What follows belongs to an exercise in optimizing a design on an open flow for small area, a short achievable clock period and few clock cycles per item; a production flow would make more cautious choices.
At most, simulation tests tie the RTL to the original design; equivalence was not proved.
The RTL of run 1 was laid out without a check of its function.

## flow/design.v (module list and top-level ports; edited modules follow where they fit)
// module fx_mul_cs: 2985 lines
// module velocity_reflector: 173 lines
module velocity_reflector #(
  parameter int unsigned WIDTH      = billiard_fx_pkg::WIDTH,
  parameter int unsigned FRAC_WIDTH = billiard_fx_pkg::FRAC_WIDTH
) (
  input  logic             clk,
  input  logic             rst_n,
  input  logic             in_valid,
  output logic             in_ready,
  input  logic [WIDTH-1:0] vx,
  input  logic [WIDTH-1:0] vy,
  input  logic [WIDTH-1:0] nx,
  input  logic [WIDTH-1:0] ny,
  output logic             out_valid,
  input  logic             out_ready,
  output logic [WIDTH-1:0] vx_out,
  output logic [WIDTH-1:0] vy_out,
  output logic             out_reflected,
  output logic             out_sat
);
  // ...
==> flow/flow/run.sh <==
#!/bin/bash
set -euo pipefail
MARGIN=$(cat flow/margin.txt)
bash standard.sh SETUP_SLACK_MARGIN=$MARGIN finish > standard_flow.log 2>&1
==> flow/flow/margin.txt <==
10
==> flow/standard.sh <==
#!/bin/bash
# synth_recipe.tcl (not shown) runs the flow's synth.tcl, then flattens the netlist and writes it again
# the make line also repeats each setting of config.mk as NAME=value (left out here)
make -C /OpenROAD-flow-scripts/flow DESIGN_CONFIG=/design/flow/config.mk WORK_HOME=/design/flow/orfs CLKGATE_MAP_FILE= SYNTH_SCRIPT=/design/flow/synth_recipe.tcl "${@:-finish}"
==> flow/config.mk <==
export PLATFORM = sky130hd
export DESIGN_NAME = velocity_reflector
export DESIGN_NICKNAME = velocity_reflector
export VERILOG_FILES = /design/flow/design.v
export SDC_FILE = /design/flow/constraint.sdc
export NUM_CORES = 4
export LEC_CHECK = 0
export ABC_AREA = 1
export CAP_MARGIN = 20
export CORE_MARGIN = 2
export CORE_UTILIZATION = 40
export PLACE_DENSITY = 0.6
export SLEW_MARGIN = 20
==> flow/constraint.sdc <==
create_clock -name core_clock -period 16.0 [get_ports {clk}]
set_input_delay 3.2000 -clock core_clock [delete_from_list [all_inputs] [get_ports {clk}]]
set_output_delay 3.2000 -clock core_clock [all_outputs]
set_load 0.01 [all_outputs]
==> flow_summary.ini, run 1 <==
[placed_design]
dp_worst_setup_slack_ns = 5.880
dpl-instance-area_sq_um = 90270
dp.cells = 12621
io_buffer_count = 199

[final_layout]
final_cell_area_sq_um = 105500
final-seq-area_sq_um = 21900
n_antenna_cell = 15
layout_commonest_cell = nand2_1
num-multi-input-gates = 7694
inverters_excl_clock = 963
final_core_util_pct = 49.29

[synthesis]
ys.flop_type = edfxtp_1
synth_mux_area_share_pct = 0
yosysWarnings = 5
seq_area_frac_synth_pct = 25.50
avgSynthCellArea_sq_um = 8.485

[global_routing]
top_usage_layer = met2
antenna_found_initial = 47

[setup_path]
r2r-start = p_v
critPathKind = flop to flop
critPathLaunchType = flop
cpLargestDelayFamily = adder cells

[cts]
cts_tree = built
clkSinkCount = 778
cts_buffers = 85
root_buffer = clkbuf_16

[timing]
relSlewSlack_pct = 4.392
max_freq_mhz = 136.4

[drt]
route.met3.wl_um = 61390
wl_met1_um = 142300

[run_status]
status = complete, no violations
==> module velocity_reflector, before the edit <==
module velocity_reflector #(
  parameter int unsigned WIDTH      = billiard_fx_pkg::WIDTH,
  parameter int unsigned FRAC_WIDTH = billiard_fx_pkg::FRAC_WIDTH
) (
  input  logic             clk,
  input  logic             rst_n,
  input  logic             in_valid,
  output logic             in_ready,
  input  logic [WIDTH-1:0] vx,
  input  logic [WIDTH-1:0] vy,
  input  logic [WIDTH-1:0] nx,
  input  logic [WIDTH-1:0] ny,
  output logic             out_valid,
  input  logic             out_ready,
  output logic [WIDTH-1:0] vx_out,
  output logic [WIDTH-1:0] vy_out,
  output logic             out_reflected,
  output logic             out_sat
);
  localparam int unsigned HW = 2 * WIDTH - FRAC_WIDTH;   
  localparam int unsigned NB = 4;                        
  localparam logic [WIDTH-1:0] POS_LIM = {1'b0, {(WIDTH-1){1'b1}}};
  localparam logic [WIDTH-1:0] NEG_LIM = {1'b1, {(WIDTH-1){1'b0}}};
  logic [NB-1:0]    bv;       
  logic [NB-1:0]    bw;       
  logic [NB-1:0]    bd;       
  logic [NB-1:0]    b_refl, b_sat;
  logic [WIDTH-1:0] b_vx [NB];
  logic [WIDTH-1:0] b_vy [NB];
  logic [WIDTH-1:0] b_nx [NB];
  logic [WIDTH-1:0] b_ny [NB];
  logic [1:0]       tail, head, iss;    
  logic             p_v;
  logic [1:0]       p_bank;
  logic [WIDTH-1:0] p_k;
  logic [1:0]       a_bank;
  logic             a_v, a_op2;
  logic [WIDTH-1:0] m1_a, m1_b, m2_a, m2_b;
  logic [HW-1:0]    hs1, hc1, hs2, hc2, p1_unused, p2_unused;
  logic             lc1, lc2;
  logic             s_v, s_op2;
  logic [1:0]       s_bank;
  logic [HW-1:0]    s_hs1, s_hc1, s_hs2, s_hc2;
  logic             s_lc1, s_lc2;
  logic [HW-1:0]    p1, p2;
  logic [WIDTH-1:0] f1, f2, d, k, r_x, r_y, s_vx, s_vy;
  logic [WIDTH:0]   sum, dif_x, dif_y;
  logic             m1_sat, m2_sat, neg, dbl_sat, sat_1, sat_2, s_sat;
  logic             s_done, s_to2;
  logic [WIDTH-1:0] res_x, res_y;
  logic             res_refl, res_sat;
  logic             out_free, take_bank, take_byp, take;
  function automatic logic [WIDTH:0] add_sat(input logic [WIDTH-1:0] a,
                                             input logic [WIDTH-1:0] b,
                                             input logic             sub);
    logic [WIDTH:0] s;
    if (sub) s = {a[WIDTH-1], a} - {b[WIDTH-1], b};
    else     s = {a[WIDTH-1], a} + {b[WIDTH-1], b};
    if (s[WIDTH] != s[WIDTH-1]) add_sat = {1'b1, (s[WIDTH] ? NEG_LIM : POS_LIM)};
    else                        add_sat = {1'b0, s[WIDTH-1:0]};
  endfunction
  assign a_op2  = p_v;
  assign a_bank = p_v ? p_bank : iss;
  assign a_v    = p_v || bw[iss];
  assign m1_a   = p_v ? p_k : b_vx[iss];
  assign m2_a   = p_v ? p_k : b_vy[iss];
  assign m1_b   = b_nx[a_bank];
  assign m2_b   = b_ny[a_bank];
  fx_mul_cs u_mul1 (.a(m1_a), .b(m1_b), .hs(hs1), .hc(hc1), .lc(lc1), .p(p1_unused));
  fx_mul_cs u_mul2 (.a(m2_a), .b(m2_b), .hs(hs2), .hc(hc2), .lc(lc2), .p(p2_unused));
  assign p1     = s_hs1 + s_hc1 + {{(HW-1){1'b0}}, s_lc1};
  assign p2     = s_hs2 + s_hc2 + {{(HW-1){1'b0}}, s_lc2};
  assign m1_sat = ~((&p1[HW-1:WIDTH-1]) | ~(|p1[HW-1:WIDTH-1]));
  assign m2_sat = ~((&p2[HW-1:WIDTH-1]) | ~(|p2[HW-1:WIDTH-1]));
  assign f1     = m1_sat ? (p1[HW-1] ? NEG_LIM : POS_LIM) : p1[WIDTH-1:0];
  assign f2     = m2_sat ? (p2[HW-1] ? NEG_LIM : POS_LIM) : p2[WIDTH-1:0];
  assign s_vx   = b_vx[s_bank];
  assign s_vy   = b_vy[s_bank];
  assign s_sat  = b_sat[s_bank];
  always_comb begin
    sum     = add_sat(f1, f2, 1'b0);
    d       = sum[WIDTH-1:0];
    neg     = d[WIDTH-1];
    dbl_sat = d[WIDTH-1] != d[WIDTH-2];
    k       = dbl_sat ? (d[WIDTH-1] ? NEG_LIM : POS_LIM) : {d[WIDTH-2:0], 1'b0};
    sat_1   = m1_sat | m2_sat | sum[WIDTH] | (neg & dbl_sat);
  end
  always_comb begin
    dif_x = add_sat(s_vx, f1, 1'b1);
    dif_y = add_sat(s_vy, f2, 1'b1);
    r_x   = dif_x[WIDTH-1:0];
    r_y   = dif_y[WIDTH-1:0];
    sat_2 = s_sat | m1_sat | m2_sat | dif_x[WIDTH] | dif_y[WIDTH];
  end
  assign s_to2    = s_v && !s_op2 && neg;
  assign s_done   = s_v && (s_op2 || !neg);
  assign res_x    = s_op2 ? r_x : s_vx;
  assign res_y    = s_op2 ? r_y : s_vy;
  assign res_refl = s_op2;
  assign res_sat  = s_op2 ? sat_2 : sat_1;
  assign out_free  = !out_valid || out_ready;
  assign take_bank = out_free && bd[head];
  assign take_byp  = out_free && !bd[head] && s_done && (s_bank == head);
  assign take      = take_bank || take_byp;
  assign in_ready  = !bv[tail];
  always_ff @(posedge clk or negedge rst_n) begin
    if (!rst_n) begin
      bv        <= '0;
      bw        <= '0;
      bd        <= '0;
      tail      <= '0;
      head      <= '0;
      iss       <= '0;
      p_v       <= 1'b0;
      s_v       <= 1'b0;
      out_valid <= 1'b0;
    end else begin
      if (!p_v && bw[iss]) begin
        bw[iss] <= 1'b0;
        iss     <= iss + 2'd1;
      end
      p_v <= s_to2;
      s_v <= a_v;
      if (s_done && !take_byp) bd[s_bank] <= 1'b1;
      if (take) begin
        bv[head] <= 1'b0;
        bd[head] <= 1'b0;
        head     <= head + 2'd1;
      end
      if (out_free) out_valid <= take;
      if (in_valid && in_ready) begin
        bv[tail] <= 1'b1;
        bw[tail] <= 1'b1;
        tail     <= tail + 2'd1;
      end
    end
  end
  always_ff @(posedge clk) begin
    s_op2  <= a_op2;
    s_bank <= a_bank;
    s_hs1  <= hs1;
    s_hc1  <= hc1;
    s_lc1  <= lc1;
    s_hs2  <= hs2;
    s_hc2  <= hc2;
    s_lc2  <= lc2;
    if (s_to2) begin
      p_bank <= s_bank;
      p_k    <= k;
    end
    for (int i = 0; i < NB; i++) begin
      if (in_ready && tail == 2'(i)) begin
        b_vx[i] <= vx;
        b_vy[i] <= vy;
        b_nx[i] <= nx;
        b_ny[i] <= ny;
      end else if (s_done && !take_byp && s_bank == 2'(i)) begin
        b_vx[i]   <= res_x;
        b_vy[i]   <= res_y;
        b_refl[i] <= res_refl;
        b_sat[i]  <= res_sat;
      end else if (s_to2 && s_bank == 2'(i)) begin
        b_sat[i] <= sat_1;
      end
    end
    if (take) begin
      vx_out        <= take_bank ? b_vx[head]   : res_x;
      vy_out        <= take_bank ? b_vy[head]   : res_y;
      out_reflected <= take_bank ? b_refl[head] : res_refl;
      out_sat       <= take_bank ? b_sat[head]  : res_sat;
    end
  end
endmodule
==> inputs of run 2 (changes only) <==
--- a/flow/design.v
+++ b/flow/design.v
@@ -14,16 +14,18 @@
   } state_t;
 endpackage
 module fx_mul_cs (
   input  logic [31:0] a,
   input  logic [31:0] b,
   output logic [33:0] hs,
   output logic [33:0] hc,
   output logic lc,
+  output logic [7:0] lg,
+  output logic [7:0] lp,
   output logic [33:0] p
 );
   logic bneg0;
   logic bone0;
   logic btwo0;
   logic bneg1;
   logic bone1;
   logic btwo1;
@@ -2701,308 +2703,684 @@
   assign xg26 = xg23 | (xp23 & xg25);
   assign xp26 = xp23 & xp25;
   logic xg27, xp27;
   assign xg27 = xg20 | (xp20 & xg26);
   assign xp27 = xp20 & xp26;
   logic xg28, xp28;
   assign xg28 = xg13 | (xp13 & xg27);
   logic xg29, xp29;
-  assign xg29 = ag[31] | (ap[31] & ag[30]);
-  assign xp29 = ap[31] & ap[30];
+  assign xg29 = ag[3] | (ap[3] & ag[2]);
+  assign xp29 = ap[3] & ap[2];
   logic xg30, xp30;
-  assign xg30 = ag[33] | (ap[33] & ag[32]);
-  assign xp30 = ap[33] & ap[32];
+  assign xg30 = ag[1] | (ap[1] & ag[0]);
+  assign xp30 = ap[1] & ap[0];
   logic xg31, xp31;
-  assign xg31 = ag[35] | (ap[35] & ag[34]);
-  assign xp31 = ap[35] & ap[34];
+  assign xg31 = xg29 | (xp29 & xg30);
+  assign xp31 = xp29 & xp30;
+  assign lg[0] = xg31;
+  assign lp[0] = xp31;
   logic xg32, xp32;
-  assign xg32 = ag[37] | (ap[37] & ag[36]);
-  assign xp32 = ap[37] & ap[36];
+  assign xg32 = ag[7] | (ap[7] & ag[6]);
+  assign xp32 = ap[7] & ap[6];
   logic xg33, xp33;
-  assign xg33 = ag[39] | (ap[39] & ag[38]);
-  assign xp33 = ap[39] & ap[38];
+  assign xg33 = ag[5] | (ap[5] & ag[4]);
+  assign xp33 = ap[5] & ap[4];
   logic xg34, xp34;
-  assign xg34 = ag[41] | (ap[41] & ag[40]);
-  assign xp34 = ap[41] & ap[40];
+  assign xg34 = xg32 | (xp32 & xg33);
+  assign xp34 = xp32 & xp33;
+  assign lg[1] = xg34;
+  assign lp[1] = xp34;
   logic xg35, xp35;
-  assign xg35 = ag[43] | (ap[43] & ag[42]);
-  assign xp35 = ap[43] & ap[42];
+  assign xg35 = ag[11] | (ap[11] & ag[10]);
+  assign xp35 = ap[11] & ap[10];
   logic xg36, xp36;
-  assign xg36 = ag[45] | (ap[45] & ag[44]);
-  assign xp36 = ap[45] & ap[44];
+  assign xg36 = ag[9] | (ap[9] & ag[8]);
+  assign xp36 = ap[9] & ap[8];
   logic xg37, xp37;
-  assign xg37 = ag[47] | (ap[47] & ag[46]);
-  assign xp37 = ap[47] & ap[46];
+  assign xg37 = xg35 | (xp35 & xg36);
+  assign xp37 = xp35 & xp36;
+  assign lg[2] = xg37;
+  assign lp[2] = xp37;
   logic xg38, xp38;
-  assign xg38 = ag[49] | (ap[49] & ag[48]);
-  assign xp38 = ap[49] & ap[48];
+  assign xg38 = ag[15] | (ap[15] & ag[14]);
+  assign xp38 = ap[15] & ap[14];
   logic xg39, xp39;
-  assign xg39 = ag[51] | (ap[51] & ag[50]);
-  assign xp39 = ap[51] & ap[50];
+  assign xg39 = ag[13] | (ap[13] & ag[12]);
+  assign xp39 = ap[13] & ap[12];
   logic xg40, xp40;
-  assign xg40 = ag[53] | (ap[53] & ag[52]);
-  assign xp40 = ap[53] & ap[52];
+  assign xg40 = xg38 | (xp38 & xg39);
+  assign xp40 = xp38 & xp39;
+  assign lg[3] = xg40;
+  assign lp[3] = xp40;
   logic xg41, xp41;
-  assign xg41 = ag[55] | (ap[55] & ag[54]);
-  assign xp41 = ap[55] & ap[54];
+  assign xg41 = ag[19] | (ap[19] & ag[18]);
+  assign xp41 = ap[19] & ap[18];
   logic xg42, xp42;
-  assign xg42 = ag[57] | (ap[57] & ag[56]);
-  assign xp42 = ap[57] & ap[56];
+  assign xg42 = ag[17] | (ap[17] & ag[16]);
+  assign xp42 = ap[17] & ap[16];
   logic xg43, xp43;
-  assign xg43 = ag[59] | (ap[59] & ag[58]);
-  assign xp43 = ap[59] & ap[58];
+  assign xg43 = xg41 | (xp41 & xg42);
+  assign xp43 = xp41 & xp42;
+  assign lg[4] = xg43;
+  assign lp[4] = xp43;
   logic xg44, xp44;
-  assign xg44 = ag[61] | (ap[61] & ag[60]);
-  assign xp44 = ap[61] & ap[60];
+  assign xg44 = ag[23] | (ap[23] & ag[22]);
+  assign xp44 = ap[23] & ap[22];
   logic xg45, xp45;
-  assign xg45 = ag[63] | (ap[63] & ag[62]);
-  assign xp45 = ap[63] & ap[62];
+  assign xg45 = ag[21] | (ap[21] & ag[20]);
+  assign xp45 = ap[21] & ap[20];
   logic xg46, xp46;
-  assign xg46 = ag[32] | (ap[32] & xg29);
-  assign xp46 = ap[32] & xp29;
+  assign xg46 = xg44 | (xp44 & xg45);
+  assign xp46 = xp44 & xp45;
+  assign lg[5] = xg46;
+  assign lp[5] = xp46;
   logic xg47, xp47;
-  assign xg47 = xg30 | (xp30 & xg29);
-  assign xp47 = xp30 & xp29;
+  assign xg47 = ag[27] | (ap[27] & ag[26]);
+  assign xp47 = ap[27] & ap[26];
   logic xg48, xp48;
-  assign xg48 = ag[36] | (ap[36] & xg31);
-  assign xp48 = ap[36] & xp31;
+  assign xg48 = ag[25] | (ap[25] & ag[24]);
+  assign xp48 = ap[25] & ap[24];
   logic xg49, xp49;
-  assign xg49 = xg32 | (xp32 & xg31);
-  assign xp49 = xp32 & xp31;
+  assign xg49 = xg47 | (xp47 & xg48);
+  assign xp49 = xp47 & xp48;
+  assign lg[6] = xg49;
+  assign lp[6] = xp49;
   logic xg50, xp50;
-  assign xg50 = ag[40] | (ap[40] & xg33);
-  assign xp50 = ap[40] & xp33;
+  assign xg50 = ag[29] | (ap[29] & ag[28]);
+  assign xp50 = ap[29] & ap[28];
+  assign lg[7] = xg50;
+  assign lp[7] = xp50;
   logic xg51, xp51;
-  assign xg51 = xg34 | (xp34 & xg33);
-  assign xp51 = xp34 & xp33;
+  assign xg51 = ag[31] | (ap[31] & ag[30]);
+  assign xp51 = ap[31] & ap[30];
   logic xg52, xp52;
-  assign xg52 = ag[44] | (ap[44] & xg35);
-  assign xp52 = ap[44] & xp35;
+  assign xg52 = ag[33] | (ap[33] & ag[32]);
+  assign xp52 = ap[33] & ap[32];
   logic xg53, xp53;
-  assign xg53 = xg36 | (xp36 & xg35);
-  assign xp53 = xp36 & xp35;
+  assign xg53 = ag[35] | (ap[35] & ag[34]);
+  assign xp53 = ap[35] & ap[34];
   logic xg54, xp54;
-  assign xg54 = ag[48] | (ap[48] & xg37);
-  assign xp54 = ap[48] & xp37;
+  assign xg54 = ag[37] | (ap[37] & ag[36]);
+  assign xp54 = ap[37] & ap[36];
   logic xg55, xp55;
-  assign xg55 = xg38 | (xp38 & xg37);
-  assign xp55 = xp38 & xp37;
+  assign xg55 = ag[39] | (ap[39] & ag[38]);
+  assign xp55 = ap[39] & ap[38];
   logic xg56, xp56;
-  assign xg56 = ag[52] | (ap[52] & xg39);
-  assign xp56 = ap[52] & xp39;
+  assign xg56 = ag[41] | (ap[41] & ag[40]);
+  assign xp56 = ap[41] & ap[40];
   logic xg57, xp57;
-  assign xg57 = xg40 | (xp40 & xg39);
-  assign xp57 = xp40 & xp39;
+  assign xg57 = ag[43] | (ap[43] & ag[42]);
+  assign xp57 = ap[43] & ap[42];
   logic xg58, xp58;
-  assign xg58 = ag[56] | (ap[56] & xg41);
-  assign xp58 = ap[56] & xp41;
+  assign xg58 = ag[45] | (ap[45] & ag[44]);
+  assign xp58 = ap[45] & ap[44];
   logic xg59, xp59;
-  assign xg59 = xg42 | (xp42 & xg41);
-  assign xp59 = xp42 & xp41;
+  assign xg59 = ag[47] | (ap[47] & ag[46]);
+  assign xp59 = ap[47] & ap[46];
   logic xg60, xp60;
-  assign xg60 = ag[60] | (ap[60] & xg43);
-  assign xp60 = ap[60] & xp43;
+  assign xg60 = ag[49] | (ap[49] & ag[48]);
+  assign xp60 = ap[49] & ap[48];
   logic xg61, xp61;
-  assign xg61 = xg44 | (xp44 & xg43);
-  assign xp61 = xp44 & xp43;
+  assign xg61 = ag[51] | (ap[51] & ag[50]);
+  assign xp61 = ap[51] & ap[50];
   logic xg62, xp62;
-  assign xg62 = ag[34] | (ap[34] & xg47);
-  assign xp62 = ap[34] & xp47;
+  assign xg62 = ag[53] | (ap[53] & ag[52]);
+  assign xp62 = ap[53] & ap[52];
   logic xg63, xp63;
-  assign xg63 = xg31 | (xp31 & xg47);
-  assign xp63 = xp31 & xp47;
+  assign xg63 = ag[55] | (ap[55] & ag[54]);
+  assign xp63 = ap[55] & ap[54];
   logic xg64, xp64;
-  assign xg64 = xg48 | (xp48 & xg47);
-  assign xp64 = xp48 & xp47;
+  assign xg64 = ag[57] | (ap[57] & ag[56]);
+  assign xp64 = ap[57] & ap[56];
   logic xg65, xp65;
-  assign xg65 = xg49 | (xp49 & xg47);
-  assign xp65 = xp49 & xp47;
+  assign xg65 = ag[59] | (ap[59] & ag[58]);
+  assign xp65 = ap[59] & ap[58];
   logic xg66, xp66;
-  assign xg66 = ag[42] | (ap[42] & xg51);
-  assign xp66 = ap[42] & xp51;
+  assign xg66 = ag[61] | (ap[61] & ag[60]);
+  assign xp66 = ap[61] & ap[60];
   logic xg67, xp67;
-  assign xg67 = xg35 | (xp35 & xg51);
-  assign xp67 = xp35 & xp51;
+  assign xg67 = ag[63] | (ap[63] & ag[62]);
+  assign xp67 = ap[63] & ap[62];
   logic xg68, xp68;
-  assign xg68 = xg52 | (xp52 & xg51);
-  assign xp68 = xp52 & xp51;
+  assign xg68 = ag[32] | (ap[32] & xg51);
+  assign xp68 = ap[32] & xp51;
   logic xg69, xp69;
-  assign xg69 = xg53 | (xp53 & xg51);
-  assign xp69 = xp53 & xp51;
+  assign xg69 = xg52 | (xp52 & xg51);
+  assign xp69 = xp52 & xp51;
   logic xg70, xp70;
-  assign xg70 = ag[50] | (ap[50] & xg55);
-  assign xp70 = ap[50] & xp55;
+  assign xg70 = ag[36] | (ap[36] & xg53);
+  assign xp70 = ap[36] & xp53;
   logic xg71, xp71;
-  assign xg71 = xg39 | (xp39 & xg55);
-  assign xp71 = xp39 & xp55;
+  assign xg71 = xg54 | (xp54 & xg53);
+  assign xp71 = xp54 & xp53;
   logic xg72, xp72;
-  assign xg72 = xg56 | (xp56 & xg55);
-  assign xp72 = xp56 & xp55;
+  assign xg72 = ag[40] | (ap[40] & xg55);
+  assign xp72 = ap[40] & xp55;
   logic xg73, xp73;
-  assign xg73 = xg57 | (xp57 & xg55);
-  assign xp73 = xp57 & xp55;
+  assign xg73 = xg56 | (xp56 & xg55);
+  assign xp73 = xp56 & xp55;
   logic xg74, xp74;
-  assign xg74 = ag[58] | (ap[58] & xg59);
-  assign xp74 = ap[58] & xp59;
+  assign xg74 = ag[44] | (ap[44] & xg57);
+  assign xp74 = ap[44] & xp57;
   logic xg75, xp75;
-  assign xg75 = xg43 | (xp43 & xg59);
-  assign xp75 = xp43 & xp59;
+  assign xg75 = xg58 | (xp58 & xg57);
+  assign xp75 = xp58 & xp57;
   logic xg76, xp76;
-  assign xg76 = xg60 | (xp60 & xg59);
-  assign xp76 = xp60 & xp59;
+  assign xg76 = ag[48] | (ap[48] & xg59);
+  assign xp76 = ap[48] & xp59;
   logic xg77, xp77;
-  assign xg77 = xg61 | (xp61 & xg59);
-  assign xp77 = xp61 & xp59;
+  assign xg77 = xg60 | (xp60 & xg59);
+  assign xp77 = xp60 & xp59;
   logic xg78, xp78;
-  assign xg78 = ag[38] | (ap[38] & xg65);
-  assign xp78 = ap[38] & xp65;
+  assign xg78 = ag[52] | (ap[52] & xg61);
+  assign xp78 = ap[52] & xp61;
   logic xg79, xp79;
-  assign xg79 = xg33 | (xp33 & xg65);
-  assign xp79 = xp33 & xp65;
+  assign xg79 = xg62 | (xp62 & xg61);
+  assign xp79 = xp62 & xp61;
   logic xg80, xp80;
-  assign xg80 = xg50 | (xp50 & xg65);
-  assign xp80 = xp50 & xp65;
+  assign xg80 = ag[56] | (ap[56] & xg63);
+  assign xp80 = ap[56] & xp63;
   logic xg81, xp81;
-  assign xg81 = xg51 | (xp51 & xg65);
-  assign xp81 = xp51 & xp65;
+  assign xg81 = xg64 | (xp64 & xg63);
+  assign xp81 = xp64 & xp63;
   logic xg82, xp82;
-  assign xg82 = xg66 | (xp66 & xg65);
-  assign xp82 = xp66 & xp65;
+  assign xg82 = ag[60] | (ap[60] & xg65);
+  assign xp82 = ap[60] & xp65;
   logic xg83, xp83;
-  assign xg83 = xg67 | (xp67 & xg65);
-  assign xp83 = xp67 & xp65;
+  assign xg83 = xg66 | (xp66 & xg65);
+  assign xp83 = xp66 & xp65;
   logic xg84, xp84;
-  assign xg84 = xg68 | (xp68 & xg65);
-  assign xp84 = xp68 & xp65;
+  assign xg84 = ag[34] | (ap[34] & xg69);
+  assign xp84 = ap[34] & xp69;
   logic xg85, xp85;
-  assign xg85 = xg69 | (xp69 & xg65);
-  assign xp85 = xp69 & xp65;
+  assign xg85 = xg53 | (xp53 & xg69);
+  assign xp85 = xp53 & xp69;
   logic xg86, xp86;
-  assign xg86 = ag[54] | (ap[54] & xg73);
-  assign xp86 = ap[54] & xp73;
+  assign xg86 = xg70 | (xp70 & xg69);
+  assign xp86 = xp70 & xp69;
   logic xg87, xp87;
-  assign xg87 = xg41 | (xp41 & xg73);
-  assign xp87 = xp41 & xp73;
+  assign xg87 = xg71 | (xp71 & xg69);
+  assign xp87 = xp71 & xp69;
   logic xg88, xp88;
-  assign xg88 = xg58 | (xp58 & xg73);
-  assign xp88 = xp58 & xp73;
+  assign xg88 = ag[42] | (ap[42] & xg73);
+  assign xp88 = ap[42] & xp73;
   logic xg89, xp89;
-  assign xg89 = xg59 | (xp59 & xg73);
-  assign xp89 = xp59 & xp73;
+  assign xg89 = xg57 | (xp57 & xg73);
+  assign xp89 = xp57 & xp73;
   logic xg90, xp90;
   assign xg90 = xg74 | (xp74 & xg73);
   assign xp90 = xp74 & xp73;
   logic xg91, xp91;
   assign xg91 = xg75 | (xp75 & xg73);
   assign xp91 = xp75 & xp73;
   logic xg92, xp92;
-  assign xg92 = xg76 | (xp76 & xg73);
-  assign xp92 = xp76 & xp73;
+  assign xg92 = ag[50] | (ap[50] & xg77);
+  assign xp92 = ap[50] & xp77;
   logic xg93, xp93;
-  assign xg93 = xg77 | (xp77 & xg73);
-  assign xp93 = xp77 & xp73;
+  assign xg93 = xg61 | (xp61 & xg77);
+  assign xp93 = xp61 & xp77;
   logic xg94, xp94;
-  assign xg94 = ag[46] | (ap[46] & xg85);
-  assign xp94 = ap[46] & xp85;
+  assign xg94 = xg78 | (xp78 & xg77);
+  assign xp94 = xp78 & xp77;
   logic xg95, xp95;
-  assign xg95 = xg37 | (xp37 & xg85);
-  assign xp95 = xp37 & xp85;
+  assign xg95 = xg79 | (xp79 & xg77);
+  assign xp95 = xp79 & xp77;
   logic xg96, xp96;
-  assign xg96 = xg54 | (xp54 & xg85);
-  assign xp96 = xp54 & xp85;
+  assign xg96 = ag[58] | (ap[58] & xg81);
+  assign xp96 = ap[58] & xp81;
   logic xg97, xp97;
-  assign xg97 = xg55 | (xp55 & xg85);
-  assign xp97 = xp55 & xp85;
+  assign xg97 = xg65 | (xp65 & xg81);
+  assign xp97 = xp65 & xp81;
   logic xg98, xp98;
-  assign xg98 = xg70 | (xp70 & xg85);
-  assign xp98 = xp70 & xp85;
+  assign xg98 = xg82 | (xp82 & xg81);
+  assign xp98 = xp82 & xp81;
   logic xg99, xp99;
-  assign xg99 = xg71 | (xp71 & xg85);
-  assign xp99 = xp71 & xp85;
+  assign xg99 = xg83 | (xp83 & xg81);
+  assign xp99 = xp83 & xp81;
   logic xg100, xp100;
-  assign xg100 = xg72 | (xp72 & xg85);
-  assign xp100 = xp72 & xp85;
+  assign xg100 = ag[38] | (ap[38] & xg87);
+  assign xp100 = ap[38] & xp87;
   logic xg101, xp101;
-  assign xg101 = xg73 | (xp73 & xg85);
-  assign xp101 = xp73 & xp85;
+  assign xg101 = xg55 | (xp55 & xg87);
+  assign xp101 = xp55 & xp87;
   logic xg102, xp102;
-  assign xg102 = xg86 | (xp86 & xg85);
-  assign xp102 = xp86 & xp85;
+  assign xg102 = xg72 | (xp72 & xg87);
+  assign xp102 = xp72 & xp87;
   logic xg103, xp103;
-  assign xg103 = xg87 | (xp87 & xg85);
-  assign xp103 = xp87 & xp85;
+  assign xg103 = xg73 | (xp73 & xg87);
+  assign xp103 = xp73 & xp87;
   logic xg104, xp104;
-  assign xg104 = xg88 | (xp88 & xg85);
-  assign xp104 = xp88 & xp85;
+  assign xg104 = xg88 | (xp88 & xg87);
+  assign xp104 = xp88 & xp87;
   logic xg105, xp105;
-  assign xg105 = xg89 | (xp89 & xg85);
-  assign xp105 = xp89 & xp85;
+  assign xg105 = xg89 | (xp89 & xg87);
+  assign xp105 = xp89 & xp87;
   logic xg106, xp106;
-  assign xg106 = xg90 | (xp90 & xg85);
-  assign xp106 = xp90 & xp85;
+  assign xg106 = xg90 | (xp90 & xg87);
+  assign xp106 = xp90 & xp87;
   logic xg107, xp107;
-  assign xg107 = xg91 | (xp91 & xg85);
-  assign xp107 = xp91 & xp85;
+  assign xg107 = xg91 | (xp91 & xg87);
+  assign xp107 = xp91 & xp87;
   logic xg108, xp108;
-  assign xg108 = xg92 | (xp92 & xg85);
-  assign xp108 = xp92 & xp85;
+  assign xg108 = ag[54] | (ap[54] & xg95);
+  assign xp108 = ap[54] & xp95;
   logic xg109, xp109;
-  assign xg109 = xg93 | (xp93 & xg85);
-  assign xp109 = xp93 & xp85;
+  assign xg109 = xg63 | (xp63 & xg95);
+  assign xp109 = xp63 & xp95;
   logic xg110, xp110;
-  assign xg110 = ag[62] | (ap[62] & xg109);
-  assign xp110 = ap[62] & xp109;
+  assign xg110 = xg80 | (xp80 & xg95);
+  assign xp110 = xp80 & xp95;
   logic xg111, xp111;
-  assign xg111 = xg45 | (xp45 & xg109);
-  assign xp111 = xp45 & xp109;
+  assign xg111 = xg81 | (xp81 & xg95);
+  assign xp111 = xp81 & xp95;
+  logic xg112, xp112;
+  assign xg112 = xg96 | (xp96 & xg95);
+  assign xp112 = xp96 & xp95;
+  logic xg113, xp113;
+  assign xg113 = xg97 | (xp97 & xg95);
+  assign xp113 = xp97 & xp95;
+  logic xg114, xp114;
+  assign xg114 = xg98 | (xp98 & xg95);
+  assign xp114 = xp98 & xp95;
+  logic xg115, xp115;
+  assign xg115 = xg99 | (xp99 & xg95);
+  assign xp115 = xp99 & xp95;
+  logic xg116, xp116;
+  assign xg116 = ag[46] | (ap[46] & xg107);
+  assign xp116 = ap[46] & xp107;
+  logic xg117, xp117;
+  assign xg117 = xg59 | (xp59 & xg107);
+  assign xp117 = xp59 & xp107;
+  logic xg118, xp118;
+  assign xg118 = xg76 | (xp76 & xg107);
+  assign xp118 = xp76 & xp107;
+  logic xg119, xp119;
+  assign xg119 = xg77 | (xp77 & xg107);
+  assign xp119 = xp77 & xp107;
+  logic xg120, xp120;
+  assign xg120 = xg92 | (xp92 & xg107);
+  assign xp120 = xp92 & xp107;
+  logic xg121, xp121;
+  assign xg121 = xg93 | (xp93 & xg107);
+  assign xp121 = xp93 & xp107;
+  logic xg122, xp122;
+  assign xg122 = xg94 | (xp94 & xg107);
+  assign xp122 = xp94 & xp107;
+  logic xg123, xp123;
+  assign xg123 = xg95 | (xp95 & xg107);
+  assign xp123 = xp95 & xp107;
+  logic xg124, xp124;
+  assign xg124 = xg108 | (xp108 & xg107);
+  assign xp124 = xp108 & xp107;
+  logic xg125, xp125;
+  assign xg125 = xg109 | (xp109 & xg107);
+  assign xp125 = xp109 & xp107;
+  logic xg126, xp126;
+  assign xg126 = xg110 | (xp110 & xg107);
+  assign xp126 = xp110 & xp107;
+  logic xg127, xp127;
+  assign xg127 = xg111 | (xp111 & xg107);
+  assign xp127 = xp111 & xp107;
+  logic xg128, xp128;
+  assign xg128 = xg112 | (xp112 & xg107);
+  assign xp128 = xp112 & xp107;
+  logic xg129, xp129;
+  assign xg129 = xg113 | (xp113 & xg107);
+  assign xp129 = xp113 & xp107;
+  logic xg130, xp130;
+  assign xg130 = xg114 | (xp114 & xg107);
+  assign xp130 = xp114 & xp107;
+  logic xg131, xp131;
+  assign xg131 = xg115 | (xp115 & xg107);
+  assign xp131 = xp115 & xp107;
+  logic xg132, xp132;
+  assign xg132 = ag[62] | (ap[62] & xg131);
+  assign xp132 = ap[62] & xp131;
+  logic xg133, xp133;
+  assign xg133 = xg67 | (xp67 & xg131);
+  assign xp133 = xp67 & xp131;
   logic [33:0] hcy;
   logic hc_0;
   assign hc_0 = xg28;
   assign hcy[0] = xg28;
   assign hcy[1] = ag[30] | (ap[30] & xg28);
-  assign hcy[2] = xg29 | (xp29 & xg28);
-  assign hcy[3] = xg46 | (xp46 & xg28);
-  assign hcy[4] = xg47 | (xp47 & xg28);
-  assign hcy[5] = xg62 | (xp62 & xg28);
-  assign hcy[6] = xg63 | (xp63 & xg28);
-  assign hcy[7] = xg64 | (xp64 & xg28);
-  assign hcy[8] = xg65 | (xp65 & xg28);
-  assign hcy[9] = xg78 | (xp78 & xg28);
-  assign hcy[10] = xg79 | (xp79 & xg28);
-  assign hcy[11] = xg80 | (xp80 & xg28);
-  assign hcy[12] = xg81 | (xp81 & xg28);
-  assign hcy[13] = xg82 | (xp82 & xg28);
-  assign hcy[14] = xg83 | (xp83 & xg28);
-  assign hcy[15] = xg84 | (xp84 & xg28);
-  assign hcy[16] = xg85 | (xp85 & xg28);
-  assign hcy[17] = xg94 | (xp94 & xg28);
-  assign hcy[18] = xg95 | (xp95 & xg28);
-  assign hcy[19] = xg96 | (xp96 & xg28);
-  assign hcy[20] = xg97 | (xp97 & xg28);
-  assign hcy[21] = xg98 | (xp98 & xg28);
-  assign hcy[22] = xg99 | (xp99 & xg28);
-  assign hcy[23] = xg100 | (xp100 & xg28);
-  assign hcy[24] = xg101 | (xp101 & xg28);
-  assign hcy[25] = xg102 | (xp102 & xg28);
-  assign hcy[26] = xg103 | (xp103 & xg28);
-  assign hcy[27] = xg104 | (xp104 & xg28);
-  assign hcy[28] = xg105 | (xp105 & xg28);
-  assign hcy[29] = xg106 | (xp106 & xg28);
-  assign hcy[30] = xg107 | (xp107 & xg28);
-  assign hcy[31] = xg108 | (xp108 & xg28);
-  assign hcy[32] = xg109 | (xp109 & xg28);
-  assign hcy[33] = xg110 | (xp110 & xg28);
+  assign hcy[2] = xg51 | (xp51 & xg28);
+  assign hcy[3] = xg68 | (xp68 & xg28);
+  assign hcy[4] = xg69 | (xp69 & xg28);
+  assign hcy[5] = xg84 | (xp84 & xg28);
+  assign hcy[6] = xg85 | (xp85 & xg28);
+  assign hcy[7] = xg86 | (xp86 & xg28);
+  assign hcy[8] = xg87 | (xp87 & xg28);
+  assign hcy[9] = xg100 | (xp100 & xg28);
+  assign hcy[10] = xg101 | (xp101 & xg28);
+  assign hcy[11] = xg102 | (xp102 & xg28);
+  assign hcy[12] = xg103 | (xp103 & xg28);
+  assign hcy[13] = xg104 | (xp104 & xg28);
+  assign hcy[14] = xg105 | (xp105 & xg28);
+  assign hcy[15] = xg106 | (xp106 & xg28);
+  assign hcy[16] = xg107 | (xp107 & xg28);
+  assign hcy[17] = xg116 | (xp116 & xg28);
+  assign hcy[18] = xg117 | (xp117 & xg28);
+  assign hcy[19] = xg118 | (xp118 & xg28);
+  assign hcy[20] = xg119 | (xp119 & xg28);
+  assign hcy[21] = xg120 | (xp120 & xg28);
+  assign hcy[22] = xg121 | (xp121 & xg28);
+  assign hcy[23] = xg122 | (xp122 & xg28);
+  assign hcy[24] = xg123 | (xp123 & xg28);
+  assign hcy[25] = xg124 | (xp124 & xg28);
+  assign hcy[26] = xg125 | (xp125 & xg28);
+  assign hcy[27] = xg126 | (xp126 & xg28);
+  assign hcy[28] = xg127 | (xp127 & xg28);
+  assign hcy[29] = xg128 | (xp128 & xg28);
+  assign hcy[30] = xg129 | (xp129 & xg28);
+  assign hcy[31] = xg130 | (xp130 & xg28);
+  assign hcy[32] = xg131 | (xp131 & xg28);
+  assign hcy[33] = xg132 | (xp132 & xg28);
   assign sum[63:30] = ap[63:30] ^ hcy;
   assign sum[29:0] = '0;
   assign p = sum[63:30];
   assign hs = r0[63:30];
   assign hc = r1[63:30];
   assign lc = hc_0;
 endmodule
+module fx_add_ci (
+  input  logic [33:0] a,
+  input  logic [33:0] b,
+  input  logic ci,
+  output logic [33:0] s
+);
+  logic [33:0] g, p, c;
+  assign g = a & b;
+  assign p = a ^ b;
+  logic yg0, yp0;
+  assign yg0 = g[1] | (p[1] & g[0]);
+  assign yp0 = p[1] & p[0];
+  logic yg1, yp1;
+  assign yg1 = g[3] | (p[3] & g[2]);
+  assign yp1 = p[3] & p[2];
+  logic yg2, yp2;
+  assign yg2 = g[5] | (p[5] & g[4]);
+  assign yp2 = p[5] & p[4];
+  logic yg3, yp3;
+  assign yg3 = g[7] | (p[7] & g[6]);
+  assign yp3 = p[7] & p[6];
+  logic yg4, yp4;
+  assign yg4 = g[9] | (p[9] & g[8]);
+  assign yp4 = p[9] & p[8];
+  logic yg5, yp5;
+  assign yg5 = g[11] | (p[11] & g[10]);
+  assign yp5 = p[11] & p[10];
+  logic yg6, yp6;
+  assign yg6 = g[13] | (p[13] & g[12]);
+  assign yp6 = p[13] & p[12];
+  logic yg7, yp7;
+  assign yg7 = g[15] | (p[15] & g[14]);
+  assign yp7 = p[15] & p[14];
+  logic yg8, yp8;
+  assign yg8 = g[17] | (p[17] & g[16]);
+  assign yp8 = p[17] & p[16];
+  logic yg9, yp9;
+  assign yg9 = g[19] | (p[19] & g[18]);
+  assign yp9 = p[19] & p[18];
+  logic yg10, yp10;
+  assign yg10 = g[21] | (p[21] & g[20]);
+  assign yp10 = p[21] & p[20];
+  logic yg11, yp11;
+  assign yg11 = g[23] | (p[23] & g[22]);
+  assign yp11 = p[23] & p[22];
+  logic yg12, yp12;
+  assign yg12 = g[25] | (p[25] & g[24]);
+  assign yp12 = p[25] & p[24];
+  logic yg13, yp13;
+  assign yg13 = g[27] | (p[27] & g[26]);
+  assign yp13 = p[27] & p[26];
+  logic yg14, yp14;
+  assign yg14 = g[29] | (p[29] & g[28]);
+  assign yp14 = p[29] & p[28];
+  logic yg15, yp15;
+  assign yg15 = g[31] | (p[31] & g[30]);
+  assign yp15 = p[31] & p[30];
+  logic yg16, yp16;
+  assign yg16 = g[33] | (p[33] & g[32]);
+  assign yp16 = p[33] & p[32];
+  logic yg17, yp17;
+  assign yg17 = g[2] | (p[2] & yg0);
+  assign yp17 = p[2] & yp0;
+  logic yg18, yp18;
+  assign yg18 = yg1 | (yp1 & yg0);
+  assign yp18 = yp1 & yp0;
+  logic yg19, yp19;
+  assign yg19 = g[6] | (p[6] & yg2);
+  assign yp19 = p[6] & yp2;
+  logic yg20, yp20;
+  assign yg20 = yg3 | (yp3 & yg2);
+  assign yp20 = yp3 & yp2;
+  logic yg21, yp21;
+  assign yg21 = g[10] | (p[10] & yg4);
+  assign yp21 = p[10] & yp4;
+  logic yg22, yp22;
+  assign yg22 = yg5 | (yp5 & yg4);
+  assign yp22 = yp5 & yp4;
+  logic yg23, yp23;
+  assign yg23 = g[14] | (p[14] & yg6);
+  assign yp23 = p[14] & yp6;
+  logic yg24, yp24;
+  assign yg24 = yg7 | (yp7 & yg6);
+  assign yp24 = yp7 & yp6;
+  logic yg25, yp25;
+  assign yg25 = g[18] | (p[18] & yg8);
+  assign yp25 = p[18] & yp8;
+  logic yg26, yp26;
+  assign yg26 = yg9 | (yp9 & yg8);
+  assign yp26 = yp9 & yp8;
+  logic yg27, yp27;
+  assign yg27 = g[22] | (p[22] & yg10);
+  assign yp27 = p[22] & yp10;
+  logic yg28, yp28;
+  assign yg28 = yg11 | (yp11 & yg10);
+  assign yp28 = yp11 & yp10;
+  logic yg29, yp29;
+  assign yg29 = g[26] | (p[26] & yg12);
+  assign yp29 = p[26] & yp12;
+  logic yg30, yp30;
+  assign yg30 = yg13 | (yp13 & yg12);
+  assign yp30 = yp13 & yp12;
+  logic yg31, yp31;
+  assign yg31 = g[30] | (p[30] & yg14);
+  assign yp31 = p[30] & yp14;
+  logic yg32, yp32;
+  assign yg32 = yg15 | (yp15 & yg14);
+  assign yp32 = yp15 & yp14;
+  logic yg33, yp33;
+  assign yg33 = g[4] | (p[4] & yg18);
+  assign yp33 = p[4] & yp18;
+  logic yg34, yp34;
+  assign yg34 = yg2 | (yp2 & yg18);
+  assign yp34 = yp2 & yp18;
+  logic yg35, yp35;
+  assign yg35 = yg19 | (yp19 & yg18);
+  assign yp35 = yp19 & yp18;
+  logic yg36, yp36;
+  assign yg36 = yg20 | (yp20 & yg18);
+  assign yp36 = yp20 & yp18;
+  logic yg37, yp37;
+  assign yg37 = g[12] | (p[12] & yg22);
+  assign yp37 = p[12] & yp22;
+  logic yg38, yp38;
+  assign yg38 = yg6 | (yp6 & yg22);
+  assign yp38 = yp6 & yp22;
+  logic yg39, yp39;
+  assign yg39 = yg23 | (yp23 & yg22);
+  assign yp39 = yp23 & yp22;
+  logic yg40, yp40;
+  assign yg40 = yg24 | (yp24 & yg22);
+  assign yp40 = yp24 & yp22;
+  logic yg41, yp41;
+  assign yg41 = g[20] | (p[20] & yg26);
+  assign yp41 = p[20] & yp26;
+  logic yg42, yp42;
+  assign yg42 = yg10 | (yp10 & yg26);
+  assign yp42 = yp10 & yp26;
+  logic yg43, yp43;
+  assign yg43 = yg27 | (yp27 & yg26);
+  assign yp43 = yp27 & yp26;
+  logic yg44, yp44;
+  assign yg44 = yg28 | (yp28 & yg26);
+  assign yp44 = yp28 & yp26;
+  logic yg45, yp45;
+  assign yg45 = g[28] | (p[28] & yg30);
+  assign yp45 = p[28] & yp30;
+  logic yg46, yp46;
+  assign yg46 = yg14 | (yp14 & yg30);
+  assign yp46 = yp14 & yp30;
+  logic yg47, yp47;
+  assign yg47 = yg31 | (yp31 & yg30);
+  assign yp47 = yp31 & yp30;
+  logic yg48, yp48;
+  assign yg48 = yg32 | (yp32 & yg30);
+  assign yp48 = yp32 & yp30;
+  logic yg49, yp49;
+  assign yg49 = g[8] | (p[8] & yg36);
+  assign yp49 = p[8] & yp36;
+  logic yg50, yp50;
+  assign yg50 = yg4 | (yp4 & yg36);
+  assign yp50 = yp4 & yp36;
+  logic yg51, yp51;
+  assign yg51 = yg21 | (yp21 & yg36);
+  assign yp51 = yp21 & yp36;
+  logic yg52, yp52;
+  assign yg52 = yg22 | (yp22 & yg36);
+  assign yp52 = yp22 & yp36;
+  logic yg53, yp53;
+  assign yg53 = yg37 | (yp37 & yg36);
+  assign yp53 = yp37 & yp36;
+  logic yg54, yp54;
+  assign yg54 = yg38 | (yp38 & yg36);
+  assign yp54 = yp38 & yp36;
+  logic yg55, yp55;
+  assign yg55 = yg39 | (yp39 & yg36);
+  assign yp55 = yp39 & yp36;
+  logic yg56, yp56;
+  assign yg56 = yg40 | (yp40 & yg36);
+  assign yp56 = yp40 & yp36;
+  logic yg57, yp57;
+  assign yg57 = g[24] | (p[24] & yg44);
+  assign yp57 = p[24] & yp44;
+  logic yg58, yp58;
+  assign yg58 = yg12 | (yp12 & yg44);
+  assign yp58 = yp12 & yp44;
+  logic yg59, yp59;
+  assign yg59 = yg29 | (yp29 & yg44);
+  assign yp59 = yp29 & yp44;
+  logic yg60, yp60;
+  assign yg60 = yg30 | (yp30 & yg44);
+  assign yp60 = yp30 & yp44;
+  logic yg61, yp61;
+  assign yg61 = yg45 | (yp45 & yg44);
+  assign yp61 = yp45 & yp44;
+  logic yg62, yp62;
+  assign yg62 = yg46 | (yp46 & yg44);
+  assign yp62 = yp46 & yp44;
+  logic yg63, yp63;
+  assign yg63 = yg47 | (yp47 & yg44);
+  assign yp63 = yp47 & yp44;
+  logic yg64, yp64;
+  assign yg64 = yg48 | (yp48 & yg44);
+  assign yp64 = yp48 & yp44;
+  logic yg65, yp65;
+  assign yg65 = g[16] | (p[16] & yg56);
+  assign yp65 = p[16] & yp56;
+  logic yg66, yp66;
+  assign yg66 = yg8 | (yp8 & yg56);
+  assign yp66 = yp8 & yp56;
+  logic yg67, yp67;
+  assign yg67 = yg25 | (yp25 & yg56);
+  assign yp67 = yp25 & yp56;
+  logic yg68, yp68;
+  assign yg68 = yg26 | (yp26 & yg56);
+  assign yp68 = yp26 & yp56;
+  logic yg69, yp69;
+  assign yg69 = yg41 | (yp41 & yg56);
+  assign yp69 = yp41 & yp56;
+  logic yg70, yp70;
+  assign yg70 = yg42 | (yp42 & yg56);
+  assign yp70 = yp42 & yp56;
+  logic yg71, yp71;
+  assign yg71 = yg43 | (yp43 & yg56);
+  assign yp71 = yp43 & yp56;
+  logic yg72, yp72;
+  assign yg72 = yg44 | (yp44 & yg56);
+  assign yp72 = yp44 & yp56;
+  logic yg73, yp73;
+  assign yg73 = yg57 | (yp57 & yg56);
+  assign yp73 = yp57 & yp56;
+  logic yg74, yp74;
+  assign yg74 = yg58 | (yp58 & yg56);
+  assign yp74 = yp58 & yp56;
+  logic yg75, yp75;
+  assign yg75 = yg59 | (yp59 & yg56);
+  assign yp75 = yp59 & yp56;
+  logic yg76, yp76;
+  assign yg76 = yg60 | (yp60 & yg56);
+  assign yp76 = yp60 & yp56;
+  logic yg77, yp77;
+  assign yg77 = yg61 | (yp61 & yg56);
+  assign yp77 = yp61 & yp56;
+  logic yg78, yp78;
+  assign yg78 = yg62 | (yp62 & yg56);
+  assign yp78 = yp62 & yp56;
+  logic yg79, yp79;
+  assign yg79 = yg63 | (yp63 & yg56);
+  assign yp79 = yp63 & yp56;
+  logic yg80, yp80;
+  assign yg80 = yg64 | (yp64 & yg56);
+  assign yp80 = yp64 & yp56;
+  logic yg81, yp81;
+  assign yg81 = g[32] | (p[32] & yg80);
+  assign yp81 = p[32] & yp80;
+  logic yg82, yp82;
+  assign yg82 = yg16 | (yp16 & yg80);
+  assign yp82 = yp16 & yp80;
+  assign c[0] = ci;
+  assign c[1] = g[0] | (p[0] & ci);
+  assign c[2] = yg0 | (yp0 & ci);
+  assign c[3] = yg17 | (yp17 & ci);
+  assign c[4] = yg18 | (yp18 & ci);
+  assign c[5] = yg33 | (yp33 & ci);
+  assign c[6] = yg34 | (yp34 & ci);
+  assign c[7] = yg35 | (yp35 & ci);
+  assign c[8] = yg36 | (yp36 & ci);
+  assign c[9] = yg49 | (yp49 & ci);
+  assign c[10] = yg50 | (yp50 & ci);
+  assign c[11] = yg51 | (yp51 & ci);
+  assign c[12] = yg52 | (yp52 & ci);
+  assign c[13] = yg53 | (yp53 & ci);
+  assign c[14] = yg54 | (yp54 & ci);
+  assign c[15] = yg55 | (yp55 & ci);
+  assign c[16] = yg56 | (yp56 & ci);
+  assign c[17] = yg65 | (yp65 & ci);
+  assign c[18] = yg66 | (yp66 & ci);
+  assign c[19] = yg67 | (yp67 & ci);
+  assign c[20] = yg68 | (yp68 & ci);
+  assign c[21] = yg69 | (yp69 & ci);
+  assign c[22] = yg70 | (yp70 & ci);
+  assign c[23] = yg71 | (yp71 & ci);
+  assign c[24] = yg72 | (yp72 & ci);
+  assign c[25] = yg73 | (yp73 & ci);
+  assign c[26] = yg74 | (yp74 & ci);
+  assign c[27] = yg75 | (yp75 & ci);
+  assign c[28] = yg76 | (yp76 & ci);
+  assign c[29] = yg77 | (yp77 & ci);
+  assign c[30] = yg78 | (yp78 & ci);
+  assign c[31] = yg79 | (yp79 & ci);
+  assign c[32] = yg80 | (yp80 & ci);
+  assign c[33] = yg81 | (yp81 & ci);
+  assign s = p ^ c;
+endmodule
 module velocity_reflector #(
   parameter int unsigned WIDTH      = billiard_fx_pkg::WIDTH,
   parameter int unsigned FRAC_WIDTH = billiard_fx_pkg::FRAC_WIDTH
 ) (
   input  logic             clk,
   input  logic             rst_n,
   input  logic             in_valid,
   output logic             in_ready,
@@ -3028,24 +3406,31 @@
   logic [WIDTH-1:0] b_vx [NB];
   logic [WIDTH-1:0] b_vy [NB];
   logic [WIDTH-1:0] b_nx [NB];
   logic [WIDTH-1:0] b_ny [NB];
   logic [1:0]       tail, head, iss;    
   logic             p_v;
   logic [1:0]       p_bank;
   logic [WIDTH-1:0] p_k;
+  logic             sel_k;
+  logic [NB-1:0]    sel_a, sel_b;
+  logic             p_v_n;
+  logic [1:0]       iss_n, a_bank_n;
   logic [1:0]       a_bank;
   logic             a_v, a_op2;
   logic [WIDTH-1:0] m1_a, m1_b, m2_a, m2_b;
+  localparam int unsigned LG = (FRAC_WIDTH + 3) / 4;      
   logic [HW-1:0]    hs1, hc1, hs2, hc2, p1_unused, p2_unused;
-  logic             lc1, lc2;
+  logic             lc1_unused, lc2_unused;
+  logic [LG-1:0]    lg1, lp1, lg2, lp2;
   logic             s_v, s_op2;
   logic [1:0]       s_bank;
   logic [HW-1:0]    s_hs1, s_hc1, s_hs2, s_hc2;
+  logic [LG-1:0]    s_lg1, s_lp1, s_lg2, s_lp2;
   logic             s_lc1, s_lc2;
   logic [HW-1:0]    p1, p2;
   logic [WIDTH-1:0] f1, f2, d, k, r_x, r_y, s_vx, s_vy;
   logic [WIDTH:0]   sum, dif_x, dif_y;
   logic             m1_sat, m2_sat, neg, dbl_sat, sat_1, sat_2, s_sat;
   logic             s_done, s_to2;
   logic [WIDTH-1:0] res_x, res_y;
   logic             res_refl, res_sat;
@@ -3054,27 +3439,55 @@
                                              input logic [WIDTH-1:0] b,
                                              input logic             sub);
     logic [WIDTH:0] s;
     if (sub) s = {a[WIDTH-1], a} - {b[WIDTH-1], b};
     else     s = {a[WIDTH-1], a} + {b[WIDTH-1], b};
     if (s[WIDTH] != s[WIDTH-1]) add_sat = {1'b1, (s[WIDTH] ? NEG_LIM : POS_LIM)};
     else                        add_sat = {1'b0, s[WIDTH-1:0]};
   endfunction
+  function automatic logic low_carry(input logic [LG-1:0] g, input logic [LG-1:0] p);
+    logic [3:0] g1, p1;
+    logic [1:0] g2, p2;
+    for (int i = 0; i < 4; i++) begin
+      g1[i] = g[2*i+1] | (p[2*i+1] & g[2*i]);
+      p1[i] = p[2*i+1] & p[2*i];
+    end
+    for (int i = 0; i < 2; i++) begin
+      g2[i] = g1[2*i+1] | (p1[2*i+1] & g1[2*i]);
+      p2[i] = p1[2*i+1] & p1[2*i];
+    end
+    low_carry = g2[1] | (p2[1] & g2[0]);
+  endfunction
   assign a_op2  = p_v;
   assign a_bank = p_v ? p_bank : iss;
   assign a_v    = p_v || bw[iss];
-  assign m1_a   = p_v ? p_k : b_vx[iss];
-  assign m2_a   = p_v ? p_k : b_vy[iss];
-  assign m1_b   = b_nx[a_bank];
-  assign m2_b   = b_ny[a_bank];
-  fx_mul_cs u_mul1 (.a(m1_a), .b(m1_b), .hs(hs1), .hc(hc1), .lc(lc1), .p(p1_unused));
-  fx_mul_cs u_mul2 (.a(m2_a), .b(m2_b), .hs(hs2), .hc(hc2), .lc(lc2), .p(p2_unused));
-  assign p1     = s_hs1 + s_hc1 + {{(HW-1){1'b0}}, s_lc1};
-  assign p2     = s_hs2 + s_hc2 + {{(HW-1){1'b0}}, s_lc2};
+  always_comb begin
+    m1_a = {WIDTH{sel_k}} & p_k;
+    m2_a = {WIDTH{sel_k}} & p_k;
+    m1_b = '0;
+    m2_b = '0;
+    for (int i = 0; i < NB; i++) begin
+      m1_a = m1_a | ({WIDTH{sel_a[i]}} & b_vx[i]);
+      m2_a = m2_a | ({WIDTH{sel_a[i]}} & b_vy[i]);
+      m1_b = m1_b | ({WIDTH{sel_b[i]}} & b_nx[i]);
+      m2_b = m2_b | ({WIDTH{sel_b[i]}} & b_ny[i]);
+    end
+  end
+  assign p_v_n    = s_to2;
+  assign iss_n    = (!p_v && bw[iss]) ? iss + 2'd1 : iss;
+  assign a_bank_n = p_v_n ? s_bank : iss_n;
+  fx_mul_cs u_mul1 (.a(m1_a), .b(m1_b), .hs(hs1), .hc(hc1), .lc(lc1_unused),
+                    .lg(lg1), .lp(lp1), .p(p1_unused));
+  fx_mul_cs u_mul2 (.a(m2_a), .b(m2_b), .hs(hs2), .hc(hc2), .lc(lc2_unused),
+                    .lg(lg2), .lp(lp2), .p(p2_unused));
+  assign s_lc1 = low_carry(s_lg1, s_lp1);
+  assign s_lc2 = low_carry(s_lg2, s_lp2);
+  fx_add_ci u_add1 (.a(s_hs1), .b(s_hc1), .ci(s_lc1), .s(p1));
+  fx_add_ci u_add2 (.a(s_hs2), .b(s_hc2), .ci(s_lc2), .s(p2));
   assign m1_sat = ~((&p1[HW-1:WIDTH-1]) | ~(|p1[HW-1:WIDTH-1]));
   assign m2_sat = ~((&p2[HW-1:WIDTH-1]) | ~(|p2[HW-1:WIDTH-1]));
   assign f1     = m1_sat ? (p1[HW-1] ? NEG_LIM : POS_LIM) : p1[WIDTH-1:0];
   assign f2     = m2_sat ? (p2[HW-1] ? NEG_LIM : POS_LIM) : p2[WIDTH-1:0];
   assign s_vx   = b_vx[s_bank];
   assign s_vy   = b_vy[s_bank];
   assign s_sat  = b_sat[s_bank];
   always_comb begin
@@ -3108,23 +3521,31 @@
       bv        <= '0;
       bw        <= '0;
       bd        <= '0;
       tail      <= '0;
       head      <= '0;
       iss       <= '0;
       p_v       <= 1'b0;
       s_v       <= 1'b0;
+      sel_k     <= 1'b0;
+      sel_a     <= 4'b0001;
+      sel_b     <= 4'b0001;
       out_valid <= 1'b0;
     end else begin
       if (!p_v && bw[iss]) begin
         bw[iss] <= 1'b0;
         iss     <= iss + 2'd1;
       end
       p_v <= s_to2;
+      sel_k <= p_v_n;
+      for (int i = 0; i < NB; i++) begin
+        sel_a[i] <= !p_v_n && (iss_n == 2'(i));
+        sel_b[i] <= a_bank_n == 2'(i);
+      end
       s_v <= a_v;
       if (s_done && !take_byp) bd[s_bank] <= 1'b1;
       if (take) begin
         bv[head] <= 1'b0;
         bd[head] <= 1'b0;
         head     <= head + 2'd1;
       end
       if (out_free) out_valid <= take;
@@ -3135,20 +3556,22 @@
       end
     end
   end
   always_ff @(posedge clk) begin
     s_op2  <= a_op2;
     s_bank <= a_bank;
     s_hs1  <= hs1;
     s_hc1  <= hc1;
-    s_lc1  <= lc1;
+    s_lg1  <= lg1;
+    s_lp1  <= lp1;
+    s_lg2  <= lg2;
+    s_lp2  <= lp2;
     s_hs2  <= hs2;
     s_hc2  <= hc2;
-    s_lc2  <= lc2;
     if (s_to2) begin
       p_bank <= s_bank;
       p_k    <= k;
     end
     for (int i = 0; i < NB; i++) begin
       if (in_ready && tail == 2'(i)) begin
         b_vx[i] <= vx;
         b_vy[i] <= vy;
==> flow/flow/margin.txt (replaced) <==
10.5
==> run 2 against run 1 <==
Compared with the run above: still clean on timing, DRC and antenna; cell area up 6.4%; register-to-register slack gained 1.5 ns; die area down 1.1%; synthesized cell count decreased by 6.2%; cell count decreased by 2.8%; critical endpoint is now b_vy[3][16].
==> flow_summary.ini, run 2 <==
[run_status]
status = complete, no violations

[final_layout]
fillerInstances = 18213
final_core_util_pct = 53.09
multi_input_area_sq_um = 64280
final-seq-area_sq_um = 22710
final_cell_mix = nand2_1 (1419), xor2_1 (1025), o22ai_1 (843)
drive_gt1_share_pct = 24.40
layout_commonest_cell = nand2_1
synthToLayoutAreaGrowth_pct = 32.26
final_nets = 11352

[floorplanning]
start_util_pct = 40.14
die_w_um = 464.6
io_pins = 200
num_rows = 169
core_sq_um = 211500
die_h_um = 464.6
die_area_sq_um = 215900

[global_routing]
grt_max_degree = 76
first_global_vias = 82309
overflow = 0
antenna_found_initial = 36
grt_pass1_wl_um = 587000
gr-usage-all-layers_pct = 37.28

[cts]
clk-insertion-delay-late_ns = 0.84
clkSinkCount = 814
cts.reportedPaths.clkPinSlew_ns = 0.06
cts_buffers = 96
clk_path_buf_depth = 3
root_buffer = clkbuf_16
htree_levels = 3
cts_tree = built
hold_buffers = 0

[setup_path]
cpLargestDelayFamily = simple AND/OR/NAND/NOR gates
path_buf_inv = 7
worstPathRequired_ns = 16.41
reg2reg_to = b_vy[3][16]
r2r-start = s_hs1[19]
r2r_slack_ns = 10.15
max_stage_delay_ns = 0.35
rr_worst_depth = 37
cp-end-kind = flop
path_max_fanout = 8
critPathKind = flop to flop
critPathLaunchType = flop
crit_slowest_cell = nor4_4
crit_arrival_ns = 6.26

[drt]
drc = 0
ant_nets = 0
drt_iter0_drc = 13054
firstDrtPassIters = 11
finalWirelength_um = 425900
dr_total_vias = 84403
post_drt_wl_per_cell_um = 32.91
viasPerCell = 6.522

[synthesis]
synth-async-reset-ratio_pct = 3.563
synth_common_cells = nand2_1 (1673), xor2_1 (1078), o22ai_1 (1005), inv_1 (871), fa_1 (855)
synth_fp_nets = 10815
synth-edff-count = 620
yosys.area.top_type_share_pct = 21.94
yosysWarnings = 5
ys.flop_type = edfxtp_1
seq_area_frac_synth_pct = 26.69
avgSynthCellArea_sq_um = 8.941
synthCells = 9493
yosysMostFrequentCell = nand2_1
synth_cell_types = 65
ys_ff_latch = 814
netlist_top_cells_area = edfxtp_1 (22%), fa_1 (20%), xor2_1 (11%)
synth_top_area_cell = edfxtp_1
synth_area_sq_um = 84870

[timing]
rsz0062_at_grt = yes
relSlewSlack_pct = 16.04
period_minus_slack_ns = 5.852
max_freq_mhz = 170.9
setup_violations = 0
setup_ws_ns = 10.15
drv_slew = 0
hold_violations = 0
setup_tns_ns = 0
min_period_over_period_pct = 36.58
skew_ns = 0.1284
worstMarginPinSlew_ns = 1.259

[placed_design]
dp_worst_setup_slack_ns = 6.685
io_buffer_count = 199
dp_hpwl_um = 238600
routabilityCongestion = 0.9763

[min_path]
worstHoldStart = p_bank[1]
min_path_type = flop to flop
min_to = s_bank[1]
min_path_cells = 2

[run]
max_cap_viol_count = 0
## run 2: cell types whose count changed after synthesis, sizes merged, moves of 20 or more
cell	delta
a221oi	+96
a22o	+130
a31oi	-68
a32oi	+20
buf	-20
dfxtp	+28
inv	-42
nand2	-378
nand3	-139
nor2	-27
o211ai	-26
o21ai	-243
o31ai	+39
xnor2	-28
## run 2: how the worst max path moves through the flow
stage / endpoint / slack, ns / start / cells after the start
final: b_vy[3][16] / 10.15 / s_hs1[19] / 37
after floorplan: p_k[11] / 10.41 / s_hs1[10] / 34
after CTS: s_lg1[6] / 10.34 / sel_b[2] / 23
after global placement: p_k[14] / 6.78 / s_hs2[21] / 28
after global routing: b_vy[3][16] / 9.98 / s_hc2[25] / 37
after detailed placement: p_k[22] / 6.68 / s_hs2[21] / 28
## run 2: what timing repair did
item / 4_1_cts / 5_1_grt
endpoints found under the setup margin: 865 / 741
setup buffers: 380 / 209
pin swaps: 382 / 522
resized for setup: 1348 / 831
cloned: 136 / 33
endpoints found under the hold margin: 0 / 0
## run 2: per-layer routing
layer | GRT usage (%) | part of all wire (%) | vias up
met5 | 0.02228 | 0.076 | -
met4 | 26.69 | 9.9 | 38
met3 | 14.85 | 15 | 2563
met2 | 53.01 | 40 | 7533
met1 | 45.71 | 34 | 40743
li1 | - | - | 33526
## run 2: through the flow
stage	hold WS [ns]	std cells	area, sq um
after floorplan	0.3639	9493	84960
after global placement	0.4292	11994	89870
after detailed placement	0.4342	11994	89870
after CTS	0.4515	12688	105900
after global routing	0.4814	12933	112200
final	0.4494	12942	112300
## run 2: area by class of cell
| class | instances | area share [%] |
|---|---|---|
| multi-input combinational | 7113 | 57.26 |
| clock inverter | 52 | 0.5840 |
| timing repair inverter | 17 | 0.2441 |
| clock buffer | 126 | 2.342 |
| inverter | 909 | 3.456 |
| antenna | 11 | 0.02452 |
| sequential | 814 | 20.23 |
| timing repair buffer | 1079 | 12.72 |
| tap | 2821 | 3.144 |
## run 2: worst min-delay path: stages (launching register included)
cell and delay [ns]:
edfxtp_1 0.32, nand2_1 0.04, o21ai_0 0.05
## run 2: logic make-up after synthesis
family | Yosys count | synth area share [%]
xor gates and xnor gates | 1125 | 11.61
AOI/OAI and AO/OA | 2169 | 16.19
and+or+nand+nor | 2573 | 12.71
buffers and inverters | 1622 | 7.700
adders and majority gates | 1190 | 25.11
DFF | 814 | 26.69
Testbench counts of run 2, summed over its fixed seeds: cycles 3,698, items 2,400.

==> static timing again, ports no longer ideal <==
The flow's constraints put no driver on any port. The routed layouts listed below were extracted and timed again, unchanged, in two steps.
Step 1 assumes that a clkbuf_16 drives the clock port and a buf_2 every other input.
Step 2 also shifts input and output timing later by t, the mid clock arrival at the registers, as if the neighbouring blocks saw the same clock.
Slacks: no drivers / after step 1 / after step 2; pairs: no drivers / after step 1.
run | shift t [ns] | setup slack, ns | cell pins on the clock port's net
run 1 | 0.821 | 8.670 / 8.670 / 8.670 | 1
run 2 | 0.860 | 10.148 / 10.148 / 9.977 | 1
After both steps setup and hold are still met in every run listed. For run 2, which loses most, drivers alone change the setup slack by 0.000 ns; drivers and shift together by -0.171 ns.
